From an optimization exercise on the open Yosys and OpenROAD flow, aimed at small area, a short achievable clock period and few clock cycles; shortcuts taken in it are not production practice.
Where RTL was checked, it was by simulation tests only, not by an equivalence proof against the original.
No functional check of the RTL was part of runs 2 to 6.
Power and IR drop assume default switching activity.

==> flow/design.v <==
module burst_source #(
    parameter [1:0] node = 2'd0
) (
    input  logic        clock,
    input  logic        reset,
    input  logic        req_valid,
    output logic        req_ready,
    input  logic [17:0] req,
    output logic        path_req,
    output logic [1:0]  path_dst,
    input  logic        path_grant,
    output logic [11:0] flit_out
);
    localparam [1:0] st_idle = 2'd0;
    localparam [1:0] st_wait = 2'd1;
    localparam [1:0] st_send = 2'd2;
    logic [1:0] state;
    logic [1:0] dst;
    logic [7:0] remaining;
    logic [7:0] data;
    always_ff @(posedge clock)
    begin
        if (reset)
        begin
            state <= st_idle;
        end
        else
        begin
            case (state)
                st_idle:
                begin
                    if (req_valid)
                    begin
                        state <= st_wait;
                    end
                end
                st_wait:
                begin
                    if (path_grant)
                    begin
                        state <= st_send;
                    end
                end
                default:
                begin
                    if (remaining == 8'd1)
                    begin
                        state <= st_idle;
                    end
                end
            endcase
        end
    end
    always_ff @(posedge clock)
    begin
        if (state == st_idle && req_valid)
        begin
            dst       <= req[17:16];
            remaining <= req[15:8];
            data      <= req[7:0];
        end
        else if (state == st_send)
        begin
            remaining <= remaining - 8'd1;
            data      <= data + 8'd1;
        end
    end
    assign req_ready = (state == st_idle);
    assign path_req  = (state == st_wait);
    assign path_dst  = dst;
    assign flit_out = {state == st_send, (state == st_send) && (remaining == 8'd1), node, data};
endmodule
module mesh_router (
    input  logic        clock,
    input  logic        reset,
    input  logic [5:0]  sel,
    input  logic [11:0] in_local,
    input  logic [11:0] in_horiz,
    input  logic [11:0] in_vert,
    output logic [11:0] out_local,
    output logic [11:0] out_horiz,
    output logic [11:0] out_vert
);
    localparam [1:0] sel_local = 2'd1;
    localparam [1:0] sel_horiz = 2'd2;
    localparam [1:0] sel_vert  = 2'd3;
    function automatic [11:0] pick(input [1:0] s, input [11:0] loc, input [11:0] hor,
                                   input [11:0] ver);
        case (s)
            sel_local: pick = loc;
            sel_horiz: pick = hor;
            sel_vert:  pick = ver;
            default:    pick = 12'd0;
        endcase
    endfunction
    always_ff @(posedge clock)
    begin
        if (reset)
        begin
            out_local <= 12'd0;
            out_horiz <= 12'd0;
            out_vert  <= 12'd0;
        end
        else
        begin
            out_local <= pick(sel[1:0], in_local, in_horiz, in_vert);
            out_horiz <= pick(sel[5:4], in_local, in_horiz, in_vert);
            out_vert  <= pick(sel[3:2], in_local, in_horiz, in_vert);
        end
    end
endmodule
module path_allocator (
    input  logic        clock,
    input  logic        reset,
    input  logic        block_all_paths,
    input  logic [3:0]  path_req,
    input  logic [7:0]  path_dst,
    output logic [3:0]  path_grant,
    input  logic [3:0]  burst_done,
    input  logic [7:0]  done_src,
    output logic [23:0] route_sel
);
    localparam [1:0] sel_none  = 2'd0;
    localparam [1:0] sel_local = 2'd1;
    localparam [1:0] sel_horiz = 2'd2;
    localparam [1:0] sel_vert  = 2'd3;
    logic [7:0]       link_busy;
    logic [11:0]      out_busy;
    logic [3:0]       dst_busy;
    logic [3:0]       held_valid;
    logic [3:0][31:0] held;
    logic [3:0][1:0]  held_dst;
    logic             grant_any;
    logic [1:0]       grant_idx;
    logic [31:0]      grant_path;
    logic [7:0]       link_next;
    logic [11:0]      out_next;
    logic [3:0]       dst_next;
    logic [3:0]       held_next;
    logic [23:0]      sel_next;
    function automatic [1:0] dir_of(input [1:0] a, input [1:0] b);
        dir_of = ((a ^ b) == 2'd1) ? sel_horiz : sel_vert;
    endfunction
    function automatic [2:0] link_idx(input [1:0] a, input [1:0] b);
        if ((a ^ b) == 2'd1)
        begin
            link_idx = {1'b0, a};
        end
        else
        begin
            link_idx = {1'b1, a[0], a[1]};
        end
    endfunction
    function automatic [31:0] path_table(input [1:0] src, input [1:0] dst, input choice);
        logic [1:0]  h1;
        logic [1:0]  h2;
        logic [1:0]  side;
        logic [1:0]  cur;
        logic [1:0]  nxt;
        logic [1:0]  in_sel;
        logic [1:0]  hop_n;
        logic [31:0] p;
        p      = 32'd0;
        side   = ~(src ^ dst);
        in_sel = sel_local;
        if ((src ^ dst) == 2'd3)
        begin
            h1    = choice ? (src ^ 2'd2) : (src ^ 2'd1);
            h2    = dst;
            hop_n = 2'd2;
        end
        else if (!choice)
        begin
            h1    = dst;
            h2    = dst;
            hop_n = 2'd1;
        end
        else
        begin
            h1    = src ^ side;
            h2    = dst ^ side;
            hop_n = 2'd3;
        end
        for (int i = 0; i < 3; i++)
        begin
            if (i < hop_n)
            begin
                cur = (i == 0) ? src : (i == 1) ? h1 : h2;
                nxt = (i == 0) ? h1 : (i == 1) ? h2 : dst;
                for (int r = 0; r < 4; r++)
                begin
                    if (cur == r)
                    begin
                        if (dir_of(cur, nxt) == sel_horiz)
                        begin
                            p[6*r+4 +: 2] = in_sel;
                        end
                        else
                        begin
                            p[6*r+2 +: 2] = in_sel;
                        end
                    end
                end
                for (int l = 0; l < 8; l++)
                begin
                    if (link_idx(cur, nxt) == l)
                    begin
                        p[24+l] = 1'b1;
                    end
                end
                in_sel = dir_of(cur, nxt);
            end
        end
        for (int r = 0; r < 4; r++)
        begin
            if (dst == r)
            begin
                p[6*r +: 2] = in_sel;
            end
        end
        path_table = p;
    endfunction
    function automatic [11:0] out_use(input [31:0] p);
        logic [11:0] u;
        for (int r = 0; r < 4; r++)
        begin
            u[3*r+2] = p[6*r+4 +: 2] != sel_none;
            u[3*r+1] = p[6*r+2 +: 2] != sel_none;
            u[3*r]   = p[6*r +: 2] != sel_none;
        end
        out_use = u;
    endfunction
    function automatic [5:0] merge_sel(input [5:0] cur, input [5:0] p, input set);
        logic [5:0] m;
        m = cur;
        if (p[5:4] != sel_none) m[5:4] = set ? p[5:4] : sel_none;
        if (p[3:2] != sel_none) m[3:2] = set ? p[3:2] : sel_none;
        if (p[1:0] != sel_none) m[1:0] = set ? p[1:0] : sel_none;
        merge_sel = m;
    endfunction
    always_comb
    begin
        logic [31:0] cand;
        grant_any  = 1'b0;
        grant_idx  = 2'd0;
        grant_path = 32'd0;
        for (int i = 0; i < 4; i++)
        begin
            for (int c = 0; c < 2; c++)
            begin
                cand = path_table(i[1:0], path_dst[2*i +: 2], c[0]);
                if (!grant_any && !block_all_paths && path_req[i] && !held_valid[i]
                    && !dst_busy[path_dst[2*i +: 2]] && ~|(cand[31:24] & link_busy)
                    && ~|(out_use(cand) & out_busy))
                begin
                    grant_any  = 1'b1;
                    grant_idx  = i[1:0];
                    grant_path = cand;
                end
            end
        end
    end
    always_comb
    begin
        logic [31:0] fp;
        fp        = 32'd0;
        link_next = link_busy;
        out_next  = out_busy;
        dst_next  = dst_busy;
        held_next = held_valid;
        sel_next  = route_sel;
        for (int k = 0; k < 4; k++)
        begin
            if (burst_done[k])
            begin
                for (int j = 0; j < 4; j++)
                begin
                    if (done_src[2*k +: 2] == j)
                    begin
                        fp = held[j];
                        link_next &= ~fp[31:24];
                        out_next  &= ~out_use(fp);
                        for (int d = 0; d < 4; d++)
                        begin
                            if (held_dst[j] == d)
                            begin
                                dst_next[d] = 1'b0;
                            end
                        end
                        held_next[j] = 1'b0;
                        for (int r = 0; r < 4; r++)
                        begin
                            sel_next[6*r +: 6] = merge_sel(sel_next[6*r +: 6], fp[6*r +: 6], 1'b0);
                        end
                    end
                end
            end
        end
        if (grant_any)
        begin
            link_next |= grant_path[31:24];
            out_next  |= out_use(grant_path);
            for (int d = 0; d < 4; d++)
            begin
                for (int j = 0; j < 4; j++)
                begin
                    if (grant_idx == j && path_dst[2*j +: 2] == d)
                    begin
                        dst_next[d] = 1'b1;
                    end
                end
                if (grant_idx == d)
                begin
                    held_next[d] = 1'b1;
                end
            end
            for (int r = 0; r < 4; r++)
            begin
                sel_next[6*r +: 6] = merge_sel(sel_next[6*r +: 6], grant_path[6*r +: 6], 1'b1);
            end
        end
    end
    always_ff @(posedge clock)
    begin
        if (reset)
        begin
            link_busy  <= 8'd0;
            out_busy   <= 12'd0;
            dst_busy   <= 4'd0;
            held_valid <= 4'd0;
            route_sel  <= 24'd0;
            path_grant <= 4'd0;
        end
        else
        begin
            link_busy  <= link_next;
            out_busy   <= out_next;
            dst_busy   <= dst_next;
            held_valid <= held_next;
            route_sel  <= sel_next;
            path_grant <= grant_any ? (4'b0001 << grant_idx) : 4'b0000;
        end
    end
    always_ff @(posedge clock)
    begin
        for (int j = 0; j < 4; j++)
        begin
            if (grant_any && grant_idx == j)
            begin
                held[j]     <= grant_path;
                held_dst[j] <= path_dst[2*j +: 2];
            end
        end
    end
endmodule
module burst_sink (
    input  logic        clock,
    input  logic        reset,
    input  logic [11:0] flit_in,
    output logic        recv_valid,
    output logic        recv_last,
    output logic [1:0]  recv_src,
    output logic [7:0]  recv_data,
    output logic        burst_done,
    output logic [1:0]  done_src
);
    logic [11:0] word;
    always_ff @(posedge clock)
    begin
        if (reset)
        begin
            word <= 12'd0;
        end
        else
        begin
            word <= flit_in;
        end
    end
    assign recv_valid = word[11];
    assign recv_last  = word[11] && word[10];
    assign recv_src   = word[9:8];
    assign recv_data  = word[7:0];
    assign burst_done = word[11] && word[10];
    assign done_src   = word[9:8];
endmodule
module mesh_top (
    input  logic        clock,
    input  logic        reset,
    input  logic        block_all_paths,
    input  logic [3:0]  req_valid,
    input  logic [71:0] req,
    output logic [3:0]  req_ready,
    output logic [3:0]  recv_valid,
    output logic [3:0]  recv_last,
    output logic [7:0]  recv_src,
    output logic [31:0] recv_data
);
    logic [3:0]  path_req;
    logic [7:0]  path_dst;
    logic [3:0]  path_grant;
    logic [3:0]  burst_done;
    logic [7:0]  done_src;
    logic [23:0] route_sel;
    logic [3:0][11:0] src_flit  ;
    logic [3:0][11:0] horiz_link;
    logic [3:0][11:0] vert_link ;
    logic [3:0][11:0] sink_flit ;
    path_allocator u_alloc (
        .clock           (clock),
        .reset           (reset),
        .block_all_paths (block_all_paths),
        .path_req        (path_req),
        .path_dst        (path_dst),
        .path_grant      (path_grant),
        .burst_done      (burst_done),
        .done_src        (done_src),
        .route_sel       (route_sel)
    );
    for (genvar i = 0; i < 4; i++)
    begin : g_node
        burst_source #(
            .node (i)
        ) u_source (
            .clock      (clock),
            .reset      (reset),
            .req_valid  (req_valid[i]),
            .req_ready  (req_ready[i]),
            .req        (req[18*i +: 18]),
            .path_req   (path_req[i]),
            .path_dst   (path_dst[2*i +: 2]),
            .path_grant (path_grant[i]),
            .flit_out   (src_flit[i])
        );
        mesh_router u_router (
            .clock     (clock),
            .reset     (reset),
            .sel       (route_sel[6*i +: 6]),
            .in_local  (src_flit[i]),
            .in_horiz  (horiz_link[i ^ 1]),
            .in_vert   (vert_link[i ^ 2]),
            .out_local (sink_flit[i]),
            .out_horiz (horiz_link[i]),
            .out_vert  (vert_link[i])
        );
        burst_sink u_sink (
            .clock      (clock),
            .reset      (reset),
            .flit_in    (sink_flit[i]),
            .recv_valid (recv_valid[i]),
            .recv_last  (recv_last[i]),
            .recv_src   (recv_src[2*i +: 2]),
            .recv_data  (recv_data[8*i +: 8]),
            .burst_done (burst_done[i]),
            .done_src   (done_src[2*i +: 2])
        );
    end
endmodule
==> flow/run.sh <==
#!/bin/bash
# synth_recipe.tcl (not shown) runs the flow's synth.tcl, then flattens the netlist and writes it again
# the make line also repeats each setting of config.mk as NAME=value (left out here)
make -C /OpenROAD-flow-scripts/flow DESIGN_CONFIG=/design/flow/config.mk WORK_HOME=/design/flow/orfs CLKGATE_MAP_FILE= SYNTH_SCRIPT=/design/flow/synth_recipe.tcl finish
==> flow/config.mk <==
export PLATFORM = sky130hd
export DESIGN_NAME = mesh_top
export DESIGN_NICKNAME = mesh_top
export VERILOG_FILES = /design/flow/design.v
export SDC_FILE = /design/flow/constraint.sdc
export NUM_CORES = 4
export LEC_CHECK = 0
export CAP_MARGIN = 20
export CORE_MARGIN = 2
export CORE_UTILIZATION = 40
export SLEW_MARGIN = 20
==> flow/constraint.sdc <==
create_clock -name core_clock -period 3.8 [get_ports {clock}]
set_input_delay 0.7600 -clock core_clock [delete_from_list [all_inputs] [get_ports {clock}]]
set_output_delay 0.7600 -clock core_clock [all_outputs]
set_load 0.01 [all_outputs]
==> Flow_metrics.wiki, run 1 <==
{| class="wikitable"
! Metric !! Value
|-
| Outcome || complete, no violations
|-
| Multi-input gate area in the final layout || 0.00827 sq mm
|-
| Post-DR wirelength/cell || 21.6 um
|-
| Total of fill cells in the finished design || 4752
|-
| Cell area after synthesis || 0.0207 sq mm
|-
| Number of unique standard cell types used by synthesis || 77
|-
| H-tree depth || 2
|-
| Total CTS buffers || 50
|-
| Post-CTS sizing || 0
|-
| Clock latency on the worst-skew pair || 600 ps
|-
| Worst reg2reg path startpoint || u_alloc.link_busy[5]$_SDFF_PP0_
|-
| Mapped Cells || 2054
|-
| Kind of critical path || reg2reg
|-
| Number of antenna-violating nets in the routed design || 0
|-
| Port-buffer cells || 130
|-
| Number of enable-type register cells in the synthesized netlist || 208
|-
| Setup tns final || 0 ps
|-
| DR vias/cell || 5.49
|-
| Arrival @ worst endpoint || 3740 ps
|-
| Clock period minus worst slack || 3440 ps
|-
| Aggregate routed wire length || 61.8 mm
|-
| Hold Path Cell Cnt || 1
|-
| FP Rows || 83
|-
| Total power || 12.2 mW
|-
| Hold crit path type || reg2reg
|-
| Fin nets || 2227
|-
| Pwr per Cell Area || 504 mW/mm^2
|-
| Final hold violation count || 0
|-
| Compound-Gate Fraction of Synth Area || 0.123
|-
| CP Cell Sequence || nor2_1, nor4_1, buf_4, o211a_1, buf_4, o21ai_1, nand4_2, or2_2, o21ai_0
|-
| Number of remaining DRC errors || 0
|-
| Die Wd || 232 um
|-
| Max Slew Vio Count || 0
|-
| Post-Synthesis Mean Instance Area || 10.1 sq um
|-
| Post-synthesis sequential area ratio || 0.549
|-
| Worst reg2reg endpoint || u_alloc.held[79]$_DFFE_PP_
|-
| Transition time of the tightest slew-check pin || 1060 ps
|-
| Final cycle utilization of the critical path || 0.905
|-
| Hold Path Sink || g_node[2].u_sink.word[8]$_SDFF_PP0_
|-
| Final estimated routing congestion in global placement || 0.906
|-
| Synth-to-Final Area Change || 16.8%
|-
| CP peak stage delay || 560 ps
|-
| Placeable core region || 0.0512 sq mm
|-
| Origin of the worst min-delay path || g_node[2].u_router.out_local[8]$_SDFF_PP0_
|-
| Number of sinks on the clock net || 464
|-
| Fraction of final layout cells with drive strength greater than 1 || 0.103
|-
| Unrepaired setup endpoints after global routing || false
|-
| Ports || 131
|-
| Detailed Place HPWL || 44.7 mm
|-
| Number of violations of the max-capacitance limit || 0
|-
| Initial drt markers || 1768
|-
| Parity-gate share of the synthesized area counting xor and xnor cells || 0.0203
|-
| Wire length of the first global-routing pass || 93.9 mm
|-
| Maximum number of pins on one net before global-route repair || 131
|-
| First-pass iteration count of the detailed router || 7
|-
| Leading register cell type out of synthesis || dfxtp_1
|-
| Minimum setup slack among reg-to-reg paths || 360 ps
|-
| Critical Path Start Type || flop
|-
| Setup repair bufs after CTS || 0
|-
| Overall via count from detail_route || 15700
|-
| Critical Path Sink Type || flop
|-
| Net Count, Synth || 2145
|-
| Worst setup margin || 362 ps
|-
| Worst-path maximum fanout || 6
|-
| Register area || 0.0114 sq mm
|-
| Area after DPL || 0.0225 sq mm
|-
| Fraction of synthesis flops using an asynchronous set or reset pin || 0
|-
| Bufs on Longest Clock Path || 3
|-
| Flip-flop and latch count after synthesis || 464
|-
| Floorplan die area || 0.0536 sq mm
|-
| Peak supply drop || 0.382 mV
|-
| Worst R2R Path Depth || 9
|-
| Number of antenna cells inserted || 0
|-
| Floorplan die height || 232 um
|-
| Post-Synth Simple-Gate Area || 0.168
|-
| Highest clock rate || 0.291 GHz
|-
| Final design area excluding fillers || 0.0242 sq mm
|-
| CTS Root Cell || clkbuf_16
|-
| Initial antenna violation count || 1
|-
| Standby leakage power || 8.41 nW
|-
| Dominant combinational cell family by area after synthesis || simple AND/OR/NAND/NOR gates
|-
| Hold-fix buffers at CTS || 0
|-
| Setup Skew || 22.4 ps
|-
| Required time reported for the critical path endpoint || 4100 ps
|-
| Global route total overflow || 0
|-
| Worst-path clk slew || 60 ps
|-
| Worst path most repeated cell || buf_4
|-
| Number of synthesis warnings || 7
|-
| Clock tree from TritonCTS || done
|-
| Adder and majority cell fraction of the synthesized area || 0.00725
|-
| Effective utilization at floorplan || 0.404
|-
| Number of global-route vias before repair || 15300
|-
| Portion of netlist area occupied by mux cells || 0.0810
|-
| Overall track demand over capacity in global routing || 0.230
|-
| Cell with the largest stage delay on the worst path || nor2_1
|-
| Worst relative slew slack || 0.290
|-
| Final setup violation count || 0
|-
| Pre-CTS setup slack || 116 ps
|}
## cells in the mapped netlist, types with 8 or more instances
cell / number / area (sq um)
clkbuf_1: 88 / 330
a22oi_1: 49 / 368
xnor2_1: 21 / 184
nand2_1: 170 / 638
and4_1: 8 / 70.1
edfxtp_1: 208 / 6250
nand3b_1: 16 / 120
xor2_1: 27 / 236
a21oi_1: 144 / 721
buf_4: 52 / 390
nand4_1: 14 / 87.6
nor2b_1: 68 / 425
buf_1: 12 / 45.0
a31oi_1: 11 / 68.8
o22ai_1: 9 / 56.3
mux2_2: 54 / 608
ha_1: 12 / 150
mux2i_1: 91 / 911
nor3b_1: 10 / 75.1
or2_2: 9 / 56.3
and3_1: 9 / 56.3
nor3_1: 25 / 125
or4_1: 9 / 67.6
o21a_1: 9 / 67.6
dfxtp_1: 256 / 5120
o211ai_1: 10 / 75.1
o21ai_0: 130 / 651
nor2_1: 303 / 1140
nand3_1: 48 / 240
inv_1: 55 / 206
nand2b_1: 13 / 81.3
## where the power goes
part	switching [mW]	internal [mW]
Clock	2.02	2.85
Sequential	0.335	5.58
Combinational	0.836	0.556
## cell usage in the layout, fill, tap and decap left out, drive strengths merged, types with 25 or more instances in the layout
| cell | n |
|---|---|
| a21oi | 145 |
| a22oi | 49 |
| buf | 62 |
| clkbuf | 73 |
| clkdlybuf4s50 | 129 |
| dfxtp | 256 |
| edfxtp | 208 |
| inv | 62 |
| mux2 | 54 |
| mux2i | 91 |
| nand2 | 171 |
| nand3 | 49 |
| nor2 | 303 |
| nor2b | 68 |
| nor3 | 25 |
| o21ai | 136 |
| xor2 | 27 |
## critical path: cells and delay by family, from the launching register on
family	cells	cell delay [ps]
AO/OA/AOI/OAI	3	1140
buffers and inverters	2	350
flip-flops	1	340
AND/OR/NAND/NOR	4	1320
## registers in the layout, indices dropped and copies added (netlist names), 12 cells and up
| signal | cells |
|---|---|
| g_node.u_router.out_horiz | 48 |
| g_node.u_router.out_local | 48 |
| g_node.u_router.out_vert | 48 |
| g_node.u_sink.word | 48 |
| g_node.u_source.data | 32 |
| g_node.u_source.remaining | 32 |
| u_alloc.held | 128 |
| u_alloc.out_busy | 12 |
| u_alloc.route_sel | 24 |
## layout make-up
cell class / count / area share
Clock buffer: 73 / 0.0613
Tap cell: 680 / 0.0352
Sequential cell: 464 / 0.470
Multi-Input combinational cell: 1369 / 0.342
Inverter: 60 / 0.00942
Clock inverter: 18 / 0.00720
Timing Repair Buffer: 191 / 0.0744
## metal layers
layer / track usage / vias to the layer above / routed length (um)
li1: - / 7385 / -
met1: 0.327 / 7545 / 28300
met2: 0.347 / 620 / 26900
met3: 0.0501 / 112 / 4830
met4: 0.0734 / 2 / 1700
met5: 0 / - / 13
## how the worst max path moves through the flow
stage / from / end / slack, ps
after floorplan: g_node[0].u_source.dst[0]$_DFFE_PP_ / u_alloc.held[115]$_DFFE_PP_ / 390
after CTS: u_alloc.link_busy[5]$_SDFF_PP0_ / u_alloc.held[79]$_DFFE_PP_ / 450
after detailed placement: block_all_paths / u_alloc.held[83]$_DFFE_PP_ / 120
final: u_alloc.link_busy[5]$_SDFF_PP0_ / u_alloc.held[79]$_DFFE_PP_ / 360
after global placement: block_all_paths / u_alloc.held[19]$_DFFE_PP_ / 180
after global routing: g_node[3].u_source.dst[0]$_DFFE_PP_ / u_alloc.route_sel[19]$_SDFF_PP0_ / 200
## per-stage QoR
step	hold WS, ps	cells	util
finish	433	2855	0.472
detailed placement	421	2764	0.440
global route	452	2855	0.472
floorplan	414	2054	-
CTS	435	2855	0.472
global placement	423	2764	0.440
## kinds of logic after synthesis
kind of cell / count (synthesis)
adder cells (fa/ha/maj): 12
XOR/XNOR: 48
AO/OA/AOI/OAI: 420
buffers and inverters: 221
AND/OR/NAND/NOR: 737
multiplexers: 152
flip-flops: 464
Testbench counts, summed over its fixed seeds: cycles 15,311.
==> run 2, diff against run 1 <==
==> flow/design.v (replaced) <==
module mesh_top (
    input  logic        clock,
    input  logic        reset,
    input  logic        block_all_paths,
    input  logic [3:0]  req_valid,
    input  logic [71:0] req,
    output logic [3:0]  req_ready,
    output logic [3:0]  recv_valid,
    output logic [3:0]  recv_last,
    output logic [7:0]  recv_src,
    output logic [31:0] recv_data
);
    localparam int KEY_LSB = 3;
    logic [3:0]      held;
    logic [3:0][1:0] h_dst;
    logic [3:0][7:0] h_len;
    logic [3:0][7:0] h_first;
    logic [3:0]      s_vld;
    logic [3:0]      s_last;
    logic [3:0][1:0] s_src;
    logic [3:0][7:0] s_data;
    logic [3:0][7:0] s_left;
    logic [3:0]      sink_free;
    logic [3:0]      win;
    logic [3:0][3:0] beats;    
    always_comb
    begin
        for (int a = 0; a < 4; a++)
        begin
            for (int b = 0; b < 4; b++)
            begin
                if (a < b)
                    beats[a][b] = h_len[a][7:KEY_LSB] <= h_len[b][7:KEY_LSB];
                else if (a > b)
                    beats[a][b] = !(h_len[b][7:KEY_LSB] <= h_len[a][7:KEY_LSB]);
                else
                    beats[a][b] = 1'b0;
            end
        end
    end
    always_comb
    begin
        for (int d = 0; d < 4; d++)
        begin
            sink_free[d] = !s_vld[d] || s_last[d];
        end
        for (int s = 0; s < 4; s++)
        begin
            win[s] = held[s] && sink_free[h_dst[s]] && !block_all_paths;
            for (int o = 0; o < 4; o++)
            begin
                if (o != s && held[o] && h_dst[o] == h_dst[s] && beats[o][s])
                    win[s] = 1'b0;
            end
        end
    end
    always_ff @(posedge clock)
    begin
        for (int s = 0; s < 4; s++)
        begin
            if (reset)
                held[s] <= 1'b0;
            else if (!held[s])
                held[s] <= req_valid[s];
            else if (win[s])
                held[s] <= 1'b0;
            if (!held[s])
            begin
                h_dst[s]   <= req[18*s+16 +: 2];
                h_len[s]   <= req[18*s+8 +: 8];
                h_first[s] <= req[18*s +: 8];
            end
        end
    end
    always_ff @(posedge clock)
    begin
        for (int d = 0; d < 4; d++)
        begin
            logic       ld;
            logic [1:0] ls;
            logic [7:0] ll;
            logic [7:0] lf;
            ld = 1'b0;
            ls = 2'd0;
            ll = 8'd0;
            lf = 8'd0;
            for (int s = 0; s < 4; s++)
            begin
                if (win[s] && h_dst[s] == d)
                begin
                    ld = 1'b1;
                    ls |= s[1:0];
                    ll |= h_len[s];
                    lf |= h_first[s];
                end
            end
            if (reset)
            begin
                s_vld[d]  <= 1'b0;
                s_last[d] <= 1'b0;
            end
            else if (ld)
            begin
                s_vld[d]  <= 1'b1;
                s_last[d] <= ll == 8'd1;
            end
            else if (s_last[d])
            begin
                s_vld[d]  <= 1'b0;
                s_last[d] <= 1'b0;
            end
            else if (s_vld[d])
            begin
                s_last[d] <= s_left[d] == 8'd2;
            end
            if (ld)
            begin
                s_src[d]  <= ls;
                s_data[d] <= lf;
                s_left[d] <= ll;
            end
            else
            begin
                s_data[d] <= s_data[d] + 8'd1;
                s_left[d] <= s_left[d] - 8'd1;
            end
        end
    end
    assign req_ready  = ~held;
    assign recv_valid = s_vld;
    assign recv_last  = s_last;
    for (genvar d = 0; d < 4; d++)
    begin : g_out
        assign recv_src[2*d +: 2]  = s_src[d];
        assign recv_data[8*d +: 8] = s_data[d];
    end
endmodule
==> run 2 against run 1 <==
Critical endpoint is now s_src[0]$_SDFFCE_PP1N_. Non-clock buffer count shrank 17. Fmax is 2.7% lower. Clock skew shrank 15 ps. Power down 46%. Via count fell by 52%. Worst setup slack lost 96 ps. Global-route usage rose by 2.0 points. Flip-flop and latch count down 308. Clock-buffer cell count decreased by 56. Register-to-register slack got worse by 96 ps. Largest power group unchanged. Highest routed layer is now met4.
==> Flow_metrics.wiki, run 2 <==
{| class="wikitable"
! Metric !! Value
|-
| Switching pwr || 2.22 mW
|-
| Required time reported for the critical path endpoint || 3930 ps
|-
| CP peak stage delay || 670 ps
|-
| H-tree depth || 4
|-
| Standby leakage power || 4.14 nW
|-
| Worst-path clk slew || 60 ps
|-
| CTS Root Cell || clkbuf_16
|-
| Post-Synthesis Mean Instance Area || 10.3 sq um
|-
| Number of antenna-violating nets in the routed design || 0
|-
| Arrival @ worst endpoint || 3670 ps
|-
| Number of enable-type register cells in the synthesized netlist || 80
|-
| Final hold violation count || 0
|-
| Outcome || complete, no violations
|-
| Number of synthesis warnings || 1
|-
| Post-synthesis sequential area ratio || 0.458
|-
| Placed cell count || 1226
|-
| CP Cell Sequence || inv_1, ha_1, and4_1, nor2b_1, nor3_1, nor2_1, and3_1, or2_1, or3_1, buf_4
|-
| Net Count, Synth || 952
|-
| Cell with the most instances after synthesis || edfxtp_1
|-
| Setup tns final || 0 ps
|-
| Reg power frac || 0.421
|-
| Cell class contributing the biggest share of worst-path delay || simple AND/OR/NAND/NOR gates
|-
| Placeable core region || 0.0210 sq mm
|-
| Leading register cell type out of synthesis || edfxtp_1
|-
| Minimum setup slack among reg-to-reg paths || 270 ps
|-
| Hold Path Cell Cnt || 1
|-
| Number of unique standard cell types used by synthesis || 71
|-
| Area share of the leading cell type in the synthesized netlist || 0.281
|-
| Critical Path Start Type || flop
|-
| Final design area excluding fillers || 0.0109 sq mm
|-
| Pre-CTS setup slack || 417 ps
|-
| Switching portion of total power || 0.335
|-
| Effective utilization at floorplan || 0.407
|-
| Ports || 131
|-
| Number of sinks on the clock net || 156
|-
| Post-DR wirelength/cell || 22.3 um
|-
| End point of the critical path || s_src[0]$_SDFFCE_PP1N_
|-
| DR vias/cell || 6.01
|-
| Floorplan die area || 0.0226 sq mm
|-
| Overall track demand over capacity in global routing || 0.250
|-
| Critical Path Sink Type || flop
|-
| Clock latency on the worst-skew pair || 440 ps
|-
| Number of global-route vias before repair || 7195
|-
| Global route total overflow || 0
|-
| Number of violations of the max-capacitance limit || 0
|-
| Mapped Cells || 831
|-
| Cell taking the most area after synthesis || edfxtp_1
|-
| Number of antenna cells inserted || 0
|-
| Synth-to-Final Area Change || 26.9%
|-
| Initial antenna violation count || 0
|-
| Maximum number of pins on one net before global-route repair || 20
|-
| Bufs on Longest Clock Path || 2
|-
| Initial drt markers || 879
|-
| Transition time of the tightest slew-check pin || 859 ps
|-
| Cell area after synthesis || 0.00856 sq mm
|-
| Unrepaired setup endpoints after global routing || false
|-
| Floorplan die height || 150 um
|-
| Kind of critical path || reg2reg
|-
| Detailed Place HPWL || 21.1 mm
|-
| Total CTS buffers || 17
|-
| Pwr per Cell Area || 610 mW/mm^2
|-
| Max Slew Vio Count || 0
|-
| Fraction of synthesis flops using an asynchronous set or reset pin || 0
|-
| Highest clock rate || 0.283 GHz
|-
| Area after DPL || 0.0103 sq mm
|-
| Final estimated routing congestion in global placement || 0.992
|-
| Hold crit path type || reg2reg
|-
| Clock period minus worst slack || 3530 ps
|-
| Top library cells by usage in the layout, fill and taps aside || 130 x clkdlybuf4s50_1, 80 x edfxtp_1, 76 x dfxtp_1
|-
| Worst setup margin || 266 ps
|-
| Wire length of the first global-routing pass || 42.3 mm
|-
| Worst reg2reg endpoint || s_src[0]$_SDFFCE_PP1N_
|-
| Aggregate routed wire length || 28.0 mm
|-
| Clock tree from TritonCTS || done
|-
| Port-buffer cells || 130
|-
| Setup repair bufs after CTS || 0
|-
| Cell with the largest stage delay on the worst path || nor2_1
|-
| Flip-flop and latch count after synthesis || 156
|-
| Final cycle utilization of the critical path || 0.930
|-
| Worst relative slew slack || 0.425
|-
| Peak supply drop || 0.311 mV
|-
| Top cells by count, synth || 80 x edfxtp_1, 76 x dfxtp_1, 58 x nand2_1
|-
| Power share of the combinational group || 0.315
|-
| Final setup violation count || 0
|-
| Clk network pwr share || 0.265
|-
| Setup Skew || 7.45 ps
|-
| Worst R2R Path Depth || 10
|-
| Post-CTS sizing || 0
|-
| CP bufs+invs || 2
|-
| Number of standard cells in the layout, taps in and fillers out || 1258
|-
| Fraction of final layout cells with drive strength greater than 1 || 0.105
|-
| Hold-fix buffers at CTS || 0
|-
| Number of remaining DRC errors || 0
|-
| FP Rows || 53
|-
| Fin nets || 1091
|-
| Hold slack || 485 ps
|-
| Path length in cells of the critical path || 10
|-
| Die Wd || 150 um
|-
| Worst-path maximum fanout || 17
|-
| Top area cells in the synthesized netlist || edfxtp_1 28%, dfxtp_1 18%, ha_1 6.1%, a222oi_1 4.0%, xnor2_1 3.6%
|-
| Overall via count from detail_route || 7566
|-
| Internal power || 4.40 mW
|-
| Most common cell after layout, fill and taps aside || clkdlybuf4s50_1
|-
| Launch point of the worst path || h_len[31]$_DFFE_PN_
|-
| Worst reg2reg path startpoint || h_len[31]$_DFFE_PN_
|-
| First-pass iteration count of the detailed router || 6
|}
==> run 2: changes by cell type after synthesis, sizes merged, moves of 27 or more <==
cell,change
a21oi,-119
a222oi,+27
buf,-43
clkbuf,-64
dfxtp,-180
edfxtp,-128
ha,+30
mux2,-49
mux2i,-90
nand2,-113
nor2,-257
nor2b,-55
o21ai,-120
==> run 2: through the flow <==
step	utilization	power [mW]
6_report	0.517	6.62
5_1_grt	0.517	7.02
4_1_cts	0.517	6.65
3_5_place_dp	0.488	4.88
3_3_place_gp	0.488	4.87
2_1_floorplan	-	3.98
==> run 2: how the worst min path moves through the flow <==
| stage | to | slack, ps | startpoint |
|---|---|---|---|
| floorplan | s_left[0]$_DFF_P_ | 450 | s_left[0]$_DFF_P_ |
| global placement | s_data[24]$_DFF_P_ | 470 | s_data[24]$_DFF_P_ |
| detailed placement | s_data[24]$_DFF_P_ | 480 | s_data[24]$_DFF_P_ |
| CTS | s_data[24]$_DFF_P_ | 490 | s_data[24]$_DFF_P_ |
| global route | s_data[24]$_DFF_P_ | 520 | s_data[24]$_DFF_P_ |
| finish | s_data[24]$_DFF_P_ | 490 | s_data[24]$_DFF_P_ |
==> run 2: cell type report <==
| class | count | area (sq um) |
|---|---|---|
| multi-input cells | 588 | 4190 |
| clock inverters | 15 | 175 |
| inverters | 33 | 124 |
| flip-flops and latches | 156 | 3920 |
| fillers | 1913 | 10200 |
| repair buffers | 174 | 1680 |
| well taps | 275 | 344 |
| clock buffers | 17 | 425 |
==> run 2: layer usage <==
metal | wire length [um] | up-vias | GRT usage
met3 | 2560 | 54 | 0.0436
li1 | - | 3466 | -
met2 | 12000 | 457 | 0.366
met4 | 693 | 0 | 0.0854
met5 | 0 | - | 0
met1 | 12700 | 3589 | 0.370
==> run 2: cells by family (layout without fill, tap and decap cells) <==
group,Yosys count,after routing,synth area share
AND/OR/NAND/NOR,292,292,0.187
XOR/XNOR,59,59,0.0604
buffers and inverters,87,239,0.0523
flip-flops,156,156,0.458
adder cells (fa/ha/maj),42,42,0.0614
AO/OA/AOI/OAI,187,187,0.165
multiplexers,8,8,0.0148
==> run 2: power by group through the flow <==
stage	registers, mW	clock network, mW	logic [mW]
floorplan	2.72	0	1.25
global placement	2.81	0	2.06
detailed placement	2.81	0	2.07
CTS	2.78	1.78	2.09
global route	2.85	1.86	2.31
finish	2.78	1.75	2.08
==> run 3, diff against run 2 <==
--- a/flow/design.v
+++ b/flow/design.v
@@ -12,7 +12,2 @@
 );
-    localparam int KEY_LSB = 3;
-    logic [3:0]      held;
-    logic [3:0][1:0] h_dst;
-    logic [3:0][7:0] h_len;
-    logic [3:0][7:0] h_first;
     logic [3:0]      s_vld;
@@ -24,18 +19,2 @@
     logic [3:0]      win;
-    logic [3:0][3:0] beats;    
-    always_comb
-    begin
-        for (int a = 0; a < 4; a++)
-        begin
-            for (int b = 0; b < 4; b++)
-            begin
-                if (a < b)
-                    beats[a][b] = h_len[a][7:KEY_LSB] <= h_len[b][7:KEY_LSB];
-                else if (a > b)
-                    beats[a][b] = !(h_len[b][7:KEY_LSB] <= h_len[a][7:KEY_LSB]);
-                else
-                    beats[a][b] = 1'b0;
-            end
-        end
-    end
     always_comb
@@ -48,25 +27,7 @@
         begin
-            win[s] = held[s] && sink_free[h_dst[s]] && !block_all_paths;
-            for (int o = 0; o < 4; o++)
+            win[s] = req_valid[s] && sink_free[req[18*s+16 +: 2]] && !block_all_paths;
+            for (int o = 0; o < s; o++)
             begin
-                if (o != s && held[o] && h_dst[o] == h_dst[s] && beats[o][s])
+                if (req_valid[o] && req[18*o+16 +: 2] == req[18*s+16 +: 2])
                     win[s] = 1'b0;
-            end
-        end
-    end
-    always_ff @(posedge clock)
-    begin
-        for (int s = 0; s < 4; s++)
-        begin
-            if (reset)
-                held[s] <= 1'b0;
-            else if (!held[s])
-                held[s] <= req_valid[s];
-            else if (win[s])
-                held[s] <= 1'b0;
-            if (!held[s])
-            begin
-                h_dst[s]   <= req[18*s+16 +: 2];
-                h_len[s]   <= req[18*s+8 +: 8];
-                h_first[s] <= req[18*s +: 8];
             end
@@ -88,3 +49,3 @@
             begin
-                if (win[s] && h_dst[s] == d)
+                if (win[s] && req[18*s+16 +: 2] == d)
                 begin
@@ -92,4 +53,4 @@
                     ls |= s[1:0];
-                    ll |= h_len[s];
-                    lf |= h_first[s];
+                    ll |= req[18*s+8 +: 8];
+                    lf |= req[18*s +: 8];
                 end
@@ -128,3 +89,3 @@
     end
-    assign req_ready  = ~held;
+    assign req_ready  = win;
     assign recv_valid = s_vld;
==> run 3 against run 2 <==
Still clean. Cell area is 33% lower. Via count is 24% lower. Power is 37% lower. Critical endpoint is now req_ready[2].
==> Flow_metrics.wiki, run 3 <==
{| class="wikitable"
! Metric !! Value
|-
| Outcome || complete, no violations
|-
| Origin of the worst min-delay path || s_data[24]$_DFF_P_
|-
| Number of enable-type register cells in the synthesized netlist || 8
|-
| Most common cell after layout, fill and taps aside || clkdlybuf4s50_1
|-
| Synth-to-Final Area Change || 33.9%
|-
| Setup repair bufs after CTS || 0
|-
| Worst reg2reg path startpoint || s_last[0]$_SDFF_PP0_
|-
| Final estimated routing congestion in global placement || 0.976
|-
| Required time reported for the critical path endpoint || 3040 ps
|-
| Worst reg2reg endpoint || s_src[1]$_SDFFCE_PP1N_
|-
| Hold crit path type || reg2reg
|-
| Wire length of the first global-routing pass || 30.2 mm
|-
| Worst relative slew slack || 0.398
|-
| Effective utilization at floorplan || 0.410
|-
| Fin nets || 840
|-
| Cell with the most instances after synthesis || dfxtp_1
|-
| Cell class contributing the biggest share of worst-path delay || buffers and inverters
|-
| Setup tns final || 0 ps
|-
| Setup Skew || 7.61 ps
|-
| Placeable core region || 0.0132 sq mm
|-
| Post-DR wirelength/cell || 21.4 um
|-
| Area after DPL || 0.00696 sq mm
|-
| Adder and majority cell fraction of the synthesized area || 0.0277
|-
| Top cells by count, synth || 72 x dfxtp_1, 52 x nor2_1, 48 x nand2_1
|-
| Total CTS buffers || 9
|-
| Hold slack || 501 ps
|-
| CP Cell Sequence || clkdlybuf4s50_1, xnor2_1, and3_1, or2_1, nor3_1, clkdlybuf4s50_1
|-
| Max Slew Vio Count || 0
|-
| Aggregate routed wire length || 19.9 mm
|-
| H-tree depth || 3
|-
| Flip-flop and latch count after synthesis || 80
|-
| Area share of the leading cell type in the synthesized netlist || 0.265
|-
| Top library cells by usage in the layout, fill and taps aside || 130 x clkdlybuf4s50_1, 72 x dfxtp_1, 52 x nor2_1
|-
| Critical Path Start Type || input pin
|-
| Maximum number of pins on one net before global-route repair || 25
|-
| Worst-path clk slew || 70 ps
|-
| Cell area after synthesis || 0.00543 sq mm
|-
| Hold Path Cell Cnt || 1
|-
| FP Rows || 42
|-
| Standby leakage power || 2.66 nW
|-
| Worst setup margin || 231 ps
|-
| Arrival @ worst endpoint || 2810 ps
|-
| Cell taking the most area after synthesis || dfxtp_1
|-
| Peak supply drop || 0.310 mV
|-
| Fraction of synthesis flops using an asynchronous set or reset pin || 0
|-
| Total power || 4.20 mW
|-
| Mapped Cells || 611
|-
| Compound-Gate Fraction of Synth Area || 0.252
|-
| Transition time of the tightest slew-check pin || 895 ps
|-
| Top area cells in the synthesized netlist || dfxtp_1 27%, a222oi_1 6.5%, xnor2_1 4.8%, xor2_1 4.8%, edfxtp_1 4.4%
|-
| Final setup violation count || 0
|-
| Floorplan die area || 0.0145 sq mm
|-
| Unrepaired setup endpoints after global routing || false
|-
| Internal power || 2.67 mW
|-
| Placed cell count || 914
|-
| Total of fill cells in the finished design || 1239
|-
| Die Wd || 121 um
|-
| Critical Path Sink Type || output pin
|-
| Pre-CTS setup slack || 218 ps
|-
| Net Count, Synth || 702
|-
| First-pass iteration count of the detailed router || 8
|-
| Floorplan die height || 121 um
|-
| Power share of the combinational group || 0.407
|-
| Ports || 131
|-
| Biggest regs || s_data x32, s_left x32, s_src x8
|-
| Number of sinks on the clock net || 80
|-
| Final design area excluding fillers || 0.00727 sq mm
|-
| Final cycle utilization of the critical path || 0.939
|-
| Clock latency on the worst-skew pair || 350 ps
|-
| CP bufs+invs || 2
|-
| Final hold violation count || 0
|-
| Number of synthesis warnings || 1
|-
| Overall via count from detail_route || 5774
|-
| CP peak stage delay || 590 ps
|-
| Switching pwr || 1.53 mW
|-
| Pwr per Cell Area || 578 mW/mm^2
|-
| Fraction of final layout cells with drive strength greater than 1 || 0.111
|-
| Number of antenna-violating nets in the routed design || 0
|-
| Number of global-route vias before repair || 5457
|-
| Worst path most repeated cell || clkdlybuf4s50_1
|-
| Post-CTS sizing || 0
|-
| Number of violations of the max-capacitance limit || 0
|-
| Overall track demand over capacity in global routing || 0.271
|-
| CTS Root Cell || clkbuf_16
|-
| Utilization after layout || 0.549
|-
| Portion of netlist area occupied by mux cells || 0.0173
|-
| Initial antenna violation count || 0
|-
| Post-Synthesis Mean Instance Area || 8.89 sq um
|-
| Clock tree from TritonCTS || done
|-
| Parity-gate share of the synthesized area counting xor and xnor cells || 0.0968
|-
| Highest clock rate || 0.280 GHz
|-
| Cell with the largest stage delay on the worst path || clkdlybuf4s50_1
|-
| Number of unique standard cell types used by synthesis || 70
|-
| Reg power frac || 0.375
|-
| Clk network pwr share || 0.218
|-
| DR vias/cell || 6.21
|-
| Post-synthesis sequential area ratio || 0.310
|-
| Detailed Place HPWL || 15.4 mm
|-
| Global route total overflow || 0
|-
| Dominant combinational cell family by area after synthesis || compound AO/OA/AOI/OAI gates
|-
| Port-buffer cells || 130
|-
| Clock period minus worst slack || 3570 ps
|-
| Minimum setup slack among reg-to-reg paths || 1110 ps
|-
| Worst R2R Path Depth || 6
|-
| Hold Path Sink || s_data[24]$_DFF_P_
|-
| Hold-fix buffers at CTS || 0
|-
| Initial drt markers || 888
|-
| Number of standard cells in the layout, taps in and fillers out || 930
|-
| Switching portion of total power || 0.364
|-
| Worst-path maximum fanout || 8
|-
| Bufs on Longest Clock Path || 2
|-
| Leading register cell type out of synthesis || dfxtp_1
|-
| Post-Synth Simple-Gate Area || 0.226
|-
| Number of remaining DRC errors || 0
|-
| Number of antenna cells inserted || 0
|-
| Kind of critical path || in2out
|}
[run 3: how the worst max path moves through the flow]
stage,start,endpoint,slack [ps],cells after the start
after floorplan,req[71],s_src[0]$_SDFFCE_PN1N_,980,9
after global placement,req[16],s_src[3]$_SDFFCE_PP1N_,250,7
after detailed placement,req[53],req_ready[2],220,6
after CTS,req[53],req_ready[2],210,6
after global routing,req[53],req_ready[2],140,6
final,req[53],req_ready[2],230,6
[run 3: cells by family (layout without fill, tap and decap cells)]
logic type,after synthesis,in the layout
compound gates,172,172
flops,80,80
xor+xnor,60,60
fa+ha+maj,12,12
buf+inv,58,201
simple gates,225,225
mux,4,4
[run 3: layout make-up]
| cell class | instances | area [sq um] | share of cell area |
|---|---|---|---|
| clock buffer | 9 | 225 | 0.0310 |
| clock inverter | 7 | 87.6 | 0.0121 |
| inverter | 18 | 67.6 | 0.00930 |
| multi-input combinational | 473 | 3380 | 0.465 |
| sequential | 80 | 1680 | 0.231 |
| tap | 176 | 220 | 0.0303 |
| timing repair buffer | 167 | 1600 | 0.221 |
[run 3: metal layers]
layer | wire length [um] | share of wire | track usage
met5 | 0 | 0 | 0
met2 | 9390 | 0.47 | 0.451
met3 | 1760 | 0.088 | 0.0476
met4 | 729 | 0.037 | 0.118
met1 | 7990 | 0.40 | 0.343
[run 3: power by group through the flow]
stage / clock (mW) / combinational, mW / sequential [mW]
after global placement: 0 / 1.67 / 1.57
after detailed placement: 0 / 1.70 / 1.58
final: 0.914 / 1.71 / 1.58
after global routing: 0.967 / 1.88 / 1.62
after floorplan: 0 / 0.956 / 1.59
after CTS: 0.933 / 1.71 / 1.57
==> run 4, diff against run 3 <==
--- a/flow/design.v
+++ b/flow/design.v
@@ -17,4 +17,5 @@
     logic [3:0][7:0] s_left;
+    logic [3:0][3:0] want;     
+    logic [3:0][3:0] grant;    
     logic [3:0]      sink_free;
-    logic [3:0]      win;
     always_comb
@@ -27,8 +28,22 @@
         begin
-            win[s] = req_valid[s] && sink_free[req[18*s+16 +: 2]] && !block_all_paths;
-            for (int o = 0; o < s; o++)
+            for (int d = 0; d < 4; d++)
             begin
-                if (req_valid[o] && req[18*o+16 +: 2] == req[18*s+16 +: 2])
-                    win[s] = 1'b0;
+                want[s][d] = (s != d) && req_valid[s] && req[18*s+16 +: 2] == d;
             end
+        end
+        for (int s = 0; s < 4; s++)
+        begin
+            for (int d = 0; d < 4; d++)
+            begin
+                grant[s][d] = want[s][d] && sink_free[d] && !block_all_paths;
+                for (int o = 0; o < s; o++)
+                begin
+                    if (want[o][d])
+                        grant[s][d] = 1'b0;
+                end
+            end
+        end
+        for (int s = 0; s < 4; s++)
+        begin
+            req_ready[s] = |grant[s];
         end
@@ -49,3 +64,3 @@
             begin
-                if (win[s] && req[18*s+16 +: 2] == d)
+                if (grant[s][d])
                 begin
@@ -89,3 +104,2 @@
     end
-    assign req_ready  = win;
     assign recv_valid = s_vld;
--- a/flow/config.mk
+++ b/flow/config.mk
@@ -10,2 +10,3 @@
 export CORE_UTILIZATION = 40
+export SETUP_SLACK_MARGIN = 1.5
 export SLEW_MARGIN = 20
==> run 4 against run 3 <==
Still clean on timing, DRC and antenna. Register-to-register slack gained 670 ps. Combinational power is 15% lower. Utilization rose by 3.9 points. Global-route usage shrank 0.095 points. Sequential share of layout area up 2.3 points. Cell count down 16%. Flip-flop and latch count is the same. Synthesized cell count decreased by 21%. Wire length is 14% lower. Fmax grew 37%. Via count fell by 16%. Non-clock buffer count unchanged. Critical path type unchanged.
==> Flow_metrics.wiki, run 4 <==
{| class="wikitable"
! Metric !! Value
|-
| Outcome || complete, no violations
|-
| Max Slew Vio Count || 0
|-
| Critical Path Start Type || input pin
|-
| Initial antenna violation count || 0
|-
| CTS Root Cell || clkbuf_16
|-
| Post-DR wirelength/cell || 21.8 um
|-
| Number of antenna cells inserted || 0
|-
| Number of remaining DRC errors || 0
|-
| Effective utilization at floorplan || 0.405
|-
| Detailed Place HPWL || 11.9 mm
|-
| Worst-path clk slew || 70 ps
|-
| Placeable core region || 0.0113 sq mm
|-
| Placed cell count || 746
|-
| Worst-path maximum fanout || 3
|-
| Critical Path Sink Type || output pin
|-
| Setup Skew || 9.23 ps
|-
| Total CTS buffers || 9
|-
| Cell with the most instances after synthesis || dfxtp_1
|-
| Hold crit path type || reg2reg
|-
| Number of antenna-violating nets in the routed design || 0
|-
| Transition time of the tightest slew-check pin || 560 ps
|-
| Dominant combinational cell family by area after synthesis || compound AO/OA/AOI/OAI gates
|-
| H-tree depth || 3
|-
| Leading register cell type out of synthesis || dfxtp_1
|-
| Biggest regs || s_data x32, s_left x32, s_src x8
|-
| Top library cells by usage in the layout, fill and taps aside || 112 x clkdlybuf4s50_1, 72 x dfxtp_1, 56 x a222oi_1
|-
| Post-Synthesis Mean Instance Area || 9.43 sq um
|-
| Peak supply drop || 0.369 mV
|-
| Adder and majority cell fraction of the synthesized area || 0.0329
|-
| Register area || 0.00168 sq mm
|-
| Fin nets || 722
|-
| CP Cell Sequence || buf_8, nor3b_4, buf_4, buf_6, nor4b_4, or3_4, buf_6
|-
| Compound-Gate Fraction of Synth Area || 0.243
|-
| Clock period minus worst slack || 2610 ps
|-
| Aggregate routed wire length || 17.0 mm
|-
| Top area cells in the synthesized netlist || dfxtp_1 32%, a222oi_1 12%, edfxtp_1 5.3%, xnor2_1 5.2%, xor2_1 3.8%
|-
| Overall track demand over capacity in global routing || 0.270
|-
| Cell taking the most area after synthesis || dfxtp_1
|-
| Final cycle utilization of the critical path || 0.687
|-
| Final setup violation count || 0
|-
| Final hold violation count || 0
|-
| Kind of critical path || in2out
|-
| Unrepaired setup endpoints after global routing || true
|-
| Number of sinks on the clock net || 80
|-
| Setup tns final || 0 ps
|-
| First-pass iteration count of the detailed router || 8
|-
| Hold-fix buffers at CTS || 0
|-
| Synth-to-Final Area Change || 45.1%
|-
| Flip-flop and latch count after synthesis || 80
|-
| Clock latency on the worst-skew pair || 350 ps
|-
| Fraction of final layout cells with drive strength greater than 1 || 0.175
|-
| Top cells by count, synth || 72 x dfxtp_1, 56 x a222oi_1, 35 x nor2_1
|-
| Post-Synth Simple-Gate Area || 0.195
|-
| Pwr per Cell Area || 595 mW/mm^2
|-
| Required time reported for the critical path endpoint || 3040 ps
|-
| Worst path most repeated cell || buf_6
|-
| Number of unique standard cell types used by synthesis || 53
|-
| Port-buffer cells || 130
|-
| Number of synthesis warnings || 1
|-
| Worst reg2reg path startpoint || s_last[2]$_SDFF_PP0_
|-
| Mapped Cells || 484
|-
| Ports || 131
|-
| Multi-input gate area in the final layout || 0.00280 sq mm
|-
| Launch point of the worst path || req[35]
|-
| Arrival @ worst endpoint || 1850 ps
|-
| Die Wd || 111 um
|-
| Total of fill cells in the finished design || 971
|-
| DR vias/cell || 6.20
|-
| Initial drt markers || 687
|-
| Overall via count from detail_route || 4830
|-
| Maximum number of pins on one net before global-route repair || 27
|-
| Number of enable-type register cells in the synthesized netlist || 8
|-
| Parity-gate share of the synthesized area counting xor and xnor cells || 0.0902
|-
| Hold slack || 498 ps
|-
| Most common cell after layout, fill and taps aside || clkdlybuf4s50_1
|-
| Number of standard cells in the layout, taps in and fillers out || 779
|-
| Final estimated routing congestion in global placement || 0.981
|-
| Portion of netlist area occupied by mux cells || 0.0154
|-
| Cell with the largest stage delay on the worst path || or3_4
|-
| Fraction of synthesis flops using an asynchronous set or reset pin || 0
|-
| Clock tree from TritonCTS || done
|-
| Global route total overflow || 0
|-
| FP Rows || 39
|-
| Floorplan die area || 0.0123 sq mm
|-
| Wire length of the first global-routing pass || 26.0 mm
|-
| Area share of the leading cell type in the synthesized netlist || 0.316
|-
| Number of global-route vias before repair || 4685
|-
| Number of violations of the max-capacitance limit || 0
|-
| Highest clock rate || 0.383 GHz
|-
| Origin of the worst min-delay path || s_data[24]$_DFF_P_
|-
| Bufs on Longest Clock Path || 2
|-
| Standby leakage power || 2.49 nW
|-
| CP peak stage delay || 360 ps
|-
| Net Count, Synth || 575
|-
| Post-synthesis sequential area ratio || 0.369
|-
| Cell area after synthesis || 0.00456 sq mm
|-
| Floorplan die height || 111 um
|-
| Worst relative slew slack || 0.625
|}
## run 4: power breakdown
group          leakage [nW]  internal (mW)  switching [mW]
sequential            0.686           1.20           0.347
combinational          1.66          0.827           0.638
clock                 0.148          0.573           0.354
## run 4: routing by layer
layer | part of all wire | track usage | up-vias | wire length [um]
met4 | 0.032 | 0.114 | 0 | 546
met2 | 0.46 | 0.438 | 331 | 7790
met5 | 0 | 0 | - | 0
met1 | 0.40 | 0.350 | 2250 | 6870
met3 | 0.11 | 0.0541 | 43 | 1800
li1 | - | - | 2206 | -
## run 4: path summary, 6_finish.rpt
path                            endpoint  slack, ps  cells past startpoint
setup reg to reg  s_src[5]$_SDFFCE_PN1N_       1780                      6
setup / recovery            req_ready[2]       1190                      7
hold / removal        s_data[24]$_DFF_P_        500                      1
hold reg to reg       s_data[24]$_DFF_P_        500                      1
## run 4: logic make-up after synthesis
logic type                 Yosys count
AOI/OAI and AO/OA                  143
and+or+nand+nor                    148
xor gates and xnor gates            47
adders and majority gates           12
DFF                                 80
buffers and inverters               47
muxes                                7
## run 4: final cells by class
type | count | area share
clock buffer | 10 | 0.0346
inverter | 16 | 0.00907
sequential | 80 | 0.254
multi-input combinational | 357 | 0.423
tap | 143 | 0.0270
clock inverter | 6 | 0.0128
timing repair buffer | 167 | 0.240
## run 4: worst max-delay path: cells and delay by family
family,cells,cell delay (ps)
AND/OR/NAND/NOR,3,620
buffers and inverters,4,470
## run 4: through the flow
stage / instance area, sq um / power [mW] / setup WS, ps / util
floorplan: 4620 / 2.33 / 1180 / -
global placement: 6070 / 2.97 / 358 / 0.539
detailed placement: 6070 / 2.99 / 353 / 0.539
CTS: 6530 / 3.94 / 1170 / 0.579
global route: 6620 / 4.18 / 1150 / 0.587
finish: 6620 / 3.94 / 1190 / 0.587
## run 4: repair_timing
action                                 CTS  global route
gates resized for setup                 98            16
pin swaps                               15            11
gates cloned                             0             0
setup buffers                           11             6
endpoints found under the hold margin    0             0
setup endpoints to repair               83            17
==> run 5, diff against run 4 <==
==> flow/flow/run.sh (new file) <==
#!/bin/bash
# Standard layout, with every port buffered by a plain buf_1 instead of the
# cell buffer_ports picks on its own (a slow clkdlybuf4s50_1).
set -euo pipefail
bash standard.sh "BUFFER_PORTS_ARGS=-buffer_cell sky130_fd_sc_hd__buf_1" finish > standard_flow.log 2>&1
==> flow/standard.sh (new file) <==
#!/bin/bash
# synth_recipe.tcl (not shown) runs the flow's synth.tcl, then flattens the netlist and writes it again
# the make line also repeats each setting of config.mk as NAME=value (left out here)
make -C /OpenROAD-flow-scripts/flow DESIGN_CONFIG=/design/flow/config.mk WORK_HOME=/design/flow/orfs CLKGATE_MAP_FILE= SYNTH_SCRIPT=/design/flow/synth_recipe.tcl "${@:-finish}"
--- a/flow/config.mk
+++ b/flow/config.mk
@@ -10,3 +10,2 @@
 export CORE_UTILIZATION = 40
-export SETUP_SLACK_MARGIN = 1.5
 export SLEW_MARGIN = 20
removed: flow/run.sh
==> run 5 against run 4 <==
Flip-flop and latch count stayed put. Sequential power about the same. Die area did not move. Power shrank 5.6%. Synthesized cell count is the same. Register-to-register slack lost 280 ps. Wire length shrank 6.0%. Critical endpoint is now req_ready[3].
==> Flow_metrics.wiki, run 5 <==
{| class="wikitable"
! Metric !! Value
|-
| Top area cells in the synthesized netlist || dfxtp_1 32%, a222oi_1 12%, edfxtp_1 5.3%, xnor2_1 5.2%, xor2_1 3.8%
|-
| Number of antenna-violating nets in the routed design || 0
|-
| Final design area excluding fillers || 0.00551 sq mm
|-
| Number of sinks on the clock net || 80
|-
| Fraction of final layout cells with drive strength greater than 1 || 0.0801
|-
| Setup repair bufs after CTS || 0
|-
| Port-buffer cells || 130
|-
| Fraction of synthesis flops using an asynchronous set or reset pin || 0
|-
| Worst reg2reg path startpoint || s_last[2]$_SDFF_PP0_
|-
| Final setup violation count || 0
|-
| Clock period minus worst slack || 2970 ps
|-
| Pwr per Cell Area || 675 mW/mm^2
|-
| Number of antenna cells inserted || 0
|-
| Top library cells by usage in the layout, fill and taps aside || 130 x buf_1, 72 x dfxtp_1, 56 x a222oi_1
|-
| CP Cell Sequence || buf_1, and3b_1, nor3_1, nand2_1, inv_2, or3_1, buf_1
|-
| Max Slew Vio Count || 0
|-
| Biggest regs || s_data x32, s_left x32, s_src x8
|-
| Hold-fix buffers at CTS || 0
|-
| Floorplan die height || 111 um
|-
| Ports || 131
|-
| Top cells by count, synth || 72 x dfxtp_1, 56 x a222oi_1, 35 x nor2_1
|-
| H-tree depth || 3
|-
| Reg power frac || 0.415
|-
| Cell class contributing the biggest share of worst-path delay || simple AND/OR/NAND/NOR gates
|-
| Number of global-route vias before repair || 4679
|-
| Final hold violation count || 0
|-
| Clock tree from TritonCTS || done
|-
| First-pass iteration count of the detailed router || 10
|-
| Internal power || 2.40 mW
|-
| Clock latency on the worst-skew pair || 340 ps
|-
| Initial drt markers || 755
|-
| Worst-path maximum fanout || 19
|-
| Transition time of the tightest slew-check pin || 858 ps
|-
| Post-CTS sizing || 0
|-
| FP Rows || 39
|-
| Die Wd || 111 um
|-
| Initial antenna violation count || 0
|-
| Number of unique standard cell types used by synthesis || 53
|-
| Critical Path Start Type || input pin
|-
| Global route total overflow || 0
|-
| Most common cell after layout, fill and taps aside || buf_1
|-
| Detailed Place HPWL || 12.0 mm
|-
| Required time reported for the critical path endpoint || 3040 ps
|-
| Critical Path Sink Type || output pin
|-
| Number of violations of the max-capacitance limit || 0
|-
| Post-DR wirelength/cell || 21.2 um
|-
| Synth-to-Final Area Change || 20.8%
|-
| Standby leakage power || 1.97 nW
|-
| Kind of critical path || in2out
|-
| Total CTS buffers || 9
|-
| Compound-Gate Fraction of Synth Area || 0.243
|-
| Worst setup margin || 826 ps
|-
| Hold slack || 505 ps
|-
| Unrepaired setup endpoints after global routing || false
|-
| Dominant combinational cell family by area after synthesis || compound AO/OA/AOI/OAI gates
|-
| CTS Root Cell || clkbuf_16
|-
| Number of remaining DRC errors || 0
|-
| Setup tns final || 0 ps
|-
| Cell with the most instances after synthesis || dfxtp_1
|-
| Fin nets || 698
|-
| Power share of the combinational group || 0.314
|-
| Floorplan die area || 0.0123 sq mm
|-
| CP bufs+invs || 3
|-
| Aggregate routed wire length || 16.0 mm
|-
| Worst path most repeated cell || buf_1
|-
| Hold crit path type || reg2reg
|-
| Bufs on Longest Clock Path || 2
|-
| Worst relative slew slack || 0.428
|-
| DR vias/cell || 6.30
|-
| Placeable core region || 0.0113 sq mm
|-
| Overall track demand over capacity in global routing || 0.260
|-
| Number of synthesis warnings || 1
|-
| Leading register cell type out of synthesis || dfxtp_1
|-
| Cell with the largest stage delay on the worst path || inv_2
|-
| Number of enable-type register cells in the synthesized netlist || 8
|-
| Launch point of the worst path || req[17]
|-
| Final estimated routing congestion in global placement || 0.921
|-
| Post-Synth Simple-Gate Area || 0.195
|-
| Net Count, Synth || 575
|-
| Area after DPL || 0.00517 sq mm
|-
| Switching portion of total power || 0.355
|-
| Peak supply drop || 0.449 mV
|-
| Mapped Cells || 484
|-
| Wire length of the first global-routing pass || 25.1 mm
|-
| Final cycle utilization of the critical path || 0.783
|-
| Total power || 3.72 mW
|-
| Maximum number of pins on one net before global-route repair || 27
|-
| Highest clock rate || 0.336 GHz
|-
| Worst-path clk slew || 60 ps
|-
| Post-Synthesis Mean Instance Area || 9.43 sq um
|-
| Cell taking the most area after synthesis || dfxtp_1
|-
| Total of fill cells in the finished design || 1095
|-
| Origin of the worst min-delay path || s_data[24]$_DFF_P_
|-
| Flip-flop and latch count after synthesis || 80
|-
| Arrival @ worst endpoint || 2210 ps
|-
| Adder and majority cell fraction of the synthesized area || 0.0329
|-
| Switching pwr || 1.32 mW
|-
| Effective utilization at floorplan || 0.405
|-
| Outcome || complete, no violations
|-
| Area share of the leading cell type in the synthesized netlist || 0.316
|-
| Cell area after synthesis || 0.00456 sq mm
|-
| Pre-CTS setup slack || 866 ps
|-
| Post-synthesis sequential area ratio || 0.369
|-
| Overall via count from detail_route || 4755
|-
| Setup Skew || 10.7 ps
|-
| Clk network pwr share || 0.271
|-
| Parity-gate share of the synthesized area counting xor and xnor cells || 0.0902
|-
| CP peak stage delay || 300 ps
|-
| Portion of netlist area occupied by mux cells || 0.0154
|}
[run 5: logic make-up (layout without fill, tap and decap cells)]
group                    count (synthesis)  in the layout
XOR/XNOR                                47             47
multiplexers                             7              7
adder cells (fa/ha/maj)                 12             12
flip-flops                              80             80
AO/OA/AOI/OAI                          143            143
buffers and inverters                   47            175
AND/OR/NAND/NOR                        148            148
[run 5: through the flow]
step / std cells / util
final: 755 / 0.489
after global routing: 755 / 0.489
after CTS: 755 / 0.489
after detailed placement: 739 / 0.458
after global placement: 739 / 0.458
after floorplan: 484 / -
[run 5: area by class of cell]
cell class                 instances  area [sq um]  area share
clock buffer                      10           229      0.0415
multi-input combinational        357          2660       0.483
sequential                        80          1680       0.305
clock inverter                     6           115      0.0209
tap                              143           179      0.0325
timing repair buffer             143           586       0.106
inverter                          16          60.1      0.0109
[run 5: metal layers]
layer,vias up,wire length [um],global-route usage,share of wire
li1,2164,-,-,-
met1,2250,6320,0.332,0.40
met2,300,7380,0.421,0.46
met3,41,1800,0.0651,0.11
met4,0,494,0.104,0.031
met5,-,0,0,0
[run 5: final timing paths]
kind	slack, ps	cells after the start	to
max	830	7	req_ready[3]
min	500	1	s_data[24]$_DFF_P_
min reg2reg	500	1	s_data[24]$_DFF_P_
max reg2reg	1500	4	s_src[4]$_SDFFCE_PN1N_
[run 5: power by group through the flow]
stage / combinational, mW / sequential, mW / clock, mW
2_1_floorplan: 0.773 / 1.56 / 0
3_3_place_gp: 1.15 / 1.53 / 0
3_5_place_dp: 1.16 / 1.55 / 0
4_1_cts: 1.18 / 1.54 / 1.02
5_1_grt: 1.33 / 1.59 / 1.05
6_report: 1.17 / 1.54 / 1.01
[run 5: worst reg2reg max path, cell delays in order (launching register included)]
cell,delay [ps]
dfxtp_1,320
and2b_1,260
nor3_1,190
and3_1,450
or3_1,700
==> run 6, diff against run 5 <==
--- a/flow/config.mk
+++ b/flow/config.mk
@@ -10,2 +10,3 @@
 export CORE_UTILIZATION = 40
+export SETUP_SLACK_MARGIN = 1.0
 export SLEW_MARGIN = 20
==> run 6 against run 5 <==
Still clean. Flip-flop and latch count did not move. Clock power about the same. Synthesized area unchanged. Non-clock buffer count increased by 2. Critical path depth stayed put. Cell area rose by 1.5%.
==> Flow_metrics.wiki, run 6 <==
{| class="wikitable"
! Metric !! Value
|-
| Hold slack || 504 ps
|-
| Cell with the most instances after synthesis || dfxtp_1
|-
| Pwr per Cell Area || 666 mW/mm^2
|-
| Top cells by count, synth || 72 x dfxtp_1, 56 x a222oi_1, 35 x nor2_1
|-
| Detailed Place HPWL || 12.0 mm
|-
| Critical Path Start Type || input pin
|-
| Post-DR wirelength/cell || 21.2 um
|-
| Biggest regs || s_data x32, s_left x32, s_src x8
|-
| Area after DPL || 0.00517 sq mm
|-
| Number of sinks on the clock net || 80
|-
| Setup tns final || 0 ps
|-
| Final design area excluding fillers || 0.00559 sq mm
|-
| Total power || 3.73 mW
|-
| Critical Path Sink Type || output pin
|-
| Maximum number of pins on one net before global-route repair || 27
|-
| Top area cells in the synthesized netlist || dfxtp_1 32%, a222oi_1 12%, edfxtp_1 5.3%, xnor2_1 5.2%, xor2_1 3.8%
|-
| Placeable core region || 0.0113 sq mm
|-
| Outcome || complete, no violations
|-
| Fin nets || 700
|-
| Required time reported for the critical path endpoint || 3040 ps
|-
| Number of antenna cells inserted || 0
|-
| Post-Synthesis Mean Instance Area || 9.43 sq um
|-
| Initial antenna violation count || 0
|-
| Area share of the leading cell type in the synthesized netlist || 0.316
|-
| Worst relative slew slack || 0.427
|-
| Worst-path maximum fanout || 19
|-
| Final setup violation count || 0
|-
| Cell area after synthesis || 0.00456 sq mm
|-
| Total CTS buffers || 9
|-
| Number of violations of the max-capacitance limit || 0
|-
| Wire length of the first global-routing pass || 25.1 mm
|-
| Port-buffer cells || 130
|-
| Setup Skew || 11.2 ps
|-
| Max Slew Vio Count || 0
|-
| Pre-CTS setup slack || 866 ps
|-
| Final hold violation count || 0
|-
| Number of global-route vias before repair || 4692
|-
| Final cycle utilization of the critical path || 0.733
|-
| Clock latency on the worst-skew pair || 340 ps
|-
| Mapped Cells || 484
|-
| Overall via count from detail_route || 4783
|-
| Standby leakage power || 1.99 nW
|-
| Transition time of the tightest slew-check pin || 859 ps
|-
| Initial drt markers || 755
|-
| Net Count, Synth || 575
|-
| Number of synthesis warnings || 1
|-
| Number of unique standard cell types used by synthesis || 53
|-
| Floorplan die height || 111 um
|-
| Synth-to-Final Area Change || 22.5%
|-
| Global route total overflow || 0
|-
| Highest clock rate || 0.359 GHz
|-
| Most common cell after layout, fill and taps aside || buf_1
|-
| Number of remaining DRC errors || 0
|-
| Clock tree from TritonCTS || done
|-
| Unrepaired setup endpoints after global routing || true
|-
| Cell taking the most area after synthesis || dfxtp_1
|-
| Number of antenna-violating nets in the routed design || 0
|-
| FP Rows || 39
|-
| Fraction of synthesis flops using an asynchronous set or reset pin || 0
|-
| Top library cells by usage in the layout, fill and taps aside || 128 x buf_1, 72 x dfxtp_1, 56 x a222oi_1
|-
| CTS Root Cell || clkbuf_16
|-
| Aggregate routed wire length || 16.0 mm
|-
| Final estimated routing congestion in global placement || 0.921
|-
| First-pass iteration count of the detailed router || 7
|-
| Flip-flop and latch count after synthesis || 80
|-
| Hold crit path type || reg2reg
|-
| Die Wd || 111 um
|-
| Floorplan die area || 0.0123 sq mm
|-
| DR vias/cell || 6.32
|-
| Arrival @ worst endpoint || 2030 ps
|-
| Overall track demand over capacity in global routing || 0.260
|}
## run 6: cell counts after synthesis
Identical to the previous run, type by type.
## run 6: kinds of logic (layout without fill, tap and decap cells)
kind of cell,count (synthesis),in the layout,synth area share
AND/OR/NAND/NOR,148,148,0.195
buffers and inverters,47,177,0.0551
multiplexers,7,7,0.0154
flip-flops,80,80,0.369
XOR/XNOR,47,47,0.0902
AO/OA/AOI/OAI,143,143,0.243
adder cells (fa/ha/maj),12,12,0.0329
## run 6: stage by stage
| step | utilization | instances |
|---|---|---|
| floorplan | - | 484 |
| global placement | 0.458 | 739 |
| detailed placement | 0.458 | 739 |
| CTS | 0.491 | 755 |
| global route | 0.496 | 757 |
| finish | 0.496 | 757 |
## run 6: where the power goes
part	switching [mW]	internal, mW
logic	0.622	0.556
clock network	0.359	0.646
registers	0.341	1.20
## run 6: repair_timing
action                                  4_1_cts  5_1_grt
resized for setup                            10       10
endpoints found under the setup margin        4        4
pin swaps                                     0        0
hold buffers                                  0        0
endpoints found under the hold margin         0        0
setup buffers                                 0        2
## run 6: cell type report
| type | instances | area, sq um | area share |
|---|---|---|---|
| Sequential cell | 80 | 1680 | 0.301 |
| Timing Repair Buffer | 145 | 613 | 0.110 |
| Clock buffer | 10 | 229 | 0.0409 |
| Multi-Input combinational cell | 357 | 2710 | 0.485 |
| Tap cell | 143 | 179 | 0.0320 |
| Inverter | 16 | 62.6 | 0.0112 |
| Clock inverter | 6 | 115 | 0.0206 |
## run 6: metal layers
layer  routed length [um]  global-route usage  vias up
met5                    0                   0        -
met4                  506               0.101        0
met3                 1820              0.0651       38
met2                 7450               0.425      314
met1                 6250               0.331     2263
li1                     -                   -     2168
## run 6: final timing paths
path / startpoint / to / slack, ps / cells past startpoint
max: req[53] / req_ready[3] / 1010 / 7
min: s_data[24]$_DFF_P_ / s_data[24]$_DFF_P_ / 500 / 1
max reg2reg: s_last[2]$_SDFF_PP0_ / s_src[4]$_SDFFCE_PN1N_ / 1530 / 4
min reg2reg: s_data[24]$_DFF_P_ / s_data[24]$_DFF_P_ / 500 / 1
## run 6: worst max-delay path: stages
cell      delay, ps
buf_1           100
nand3b_1        190
and3_4          200
nand2_2         100
inv_4           110
or3_4           410
buf_1           140

Setup slack of run 6, layout unchanged: 1.014 ns with ideal ports, 0.990 ns with driving cells assumed (clock clkbuf_16, inputs buf_2), 0.953 ns with port delays also shifted by the 0.374 ns mid clock arrival.
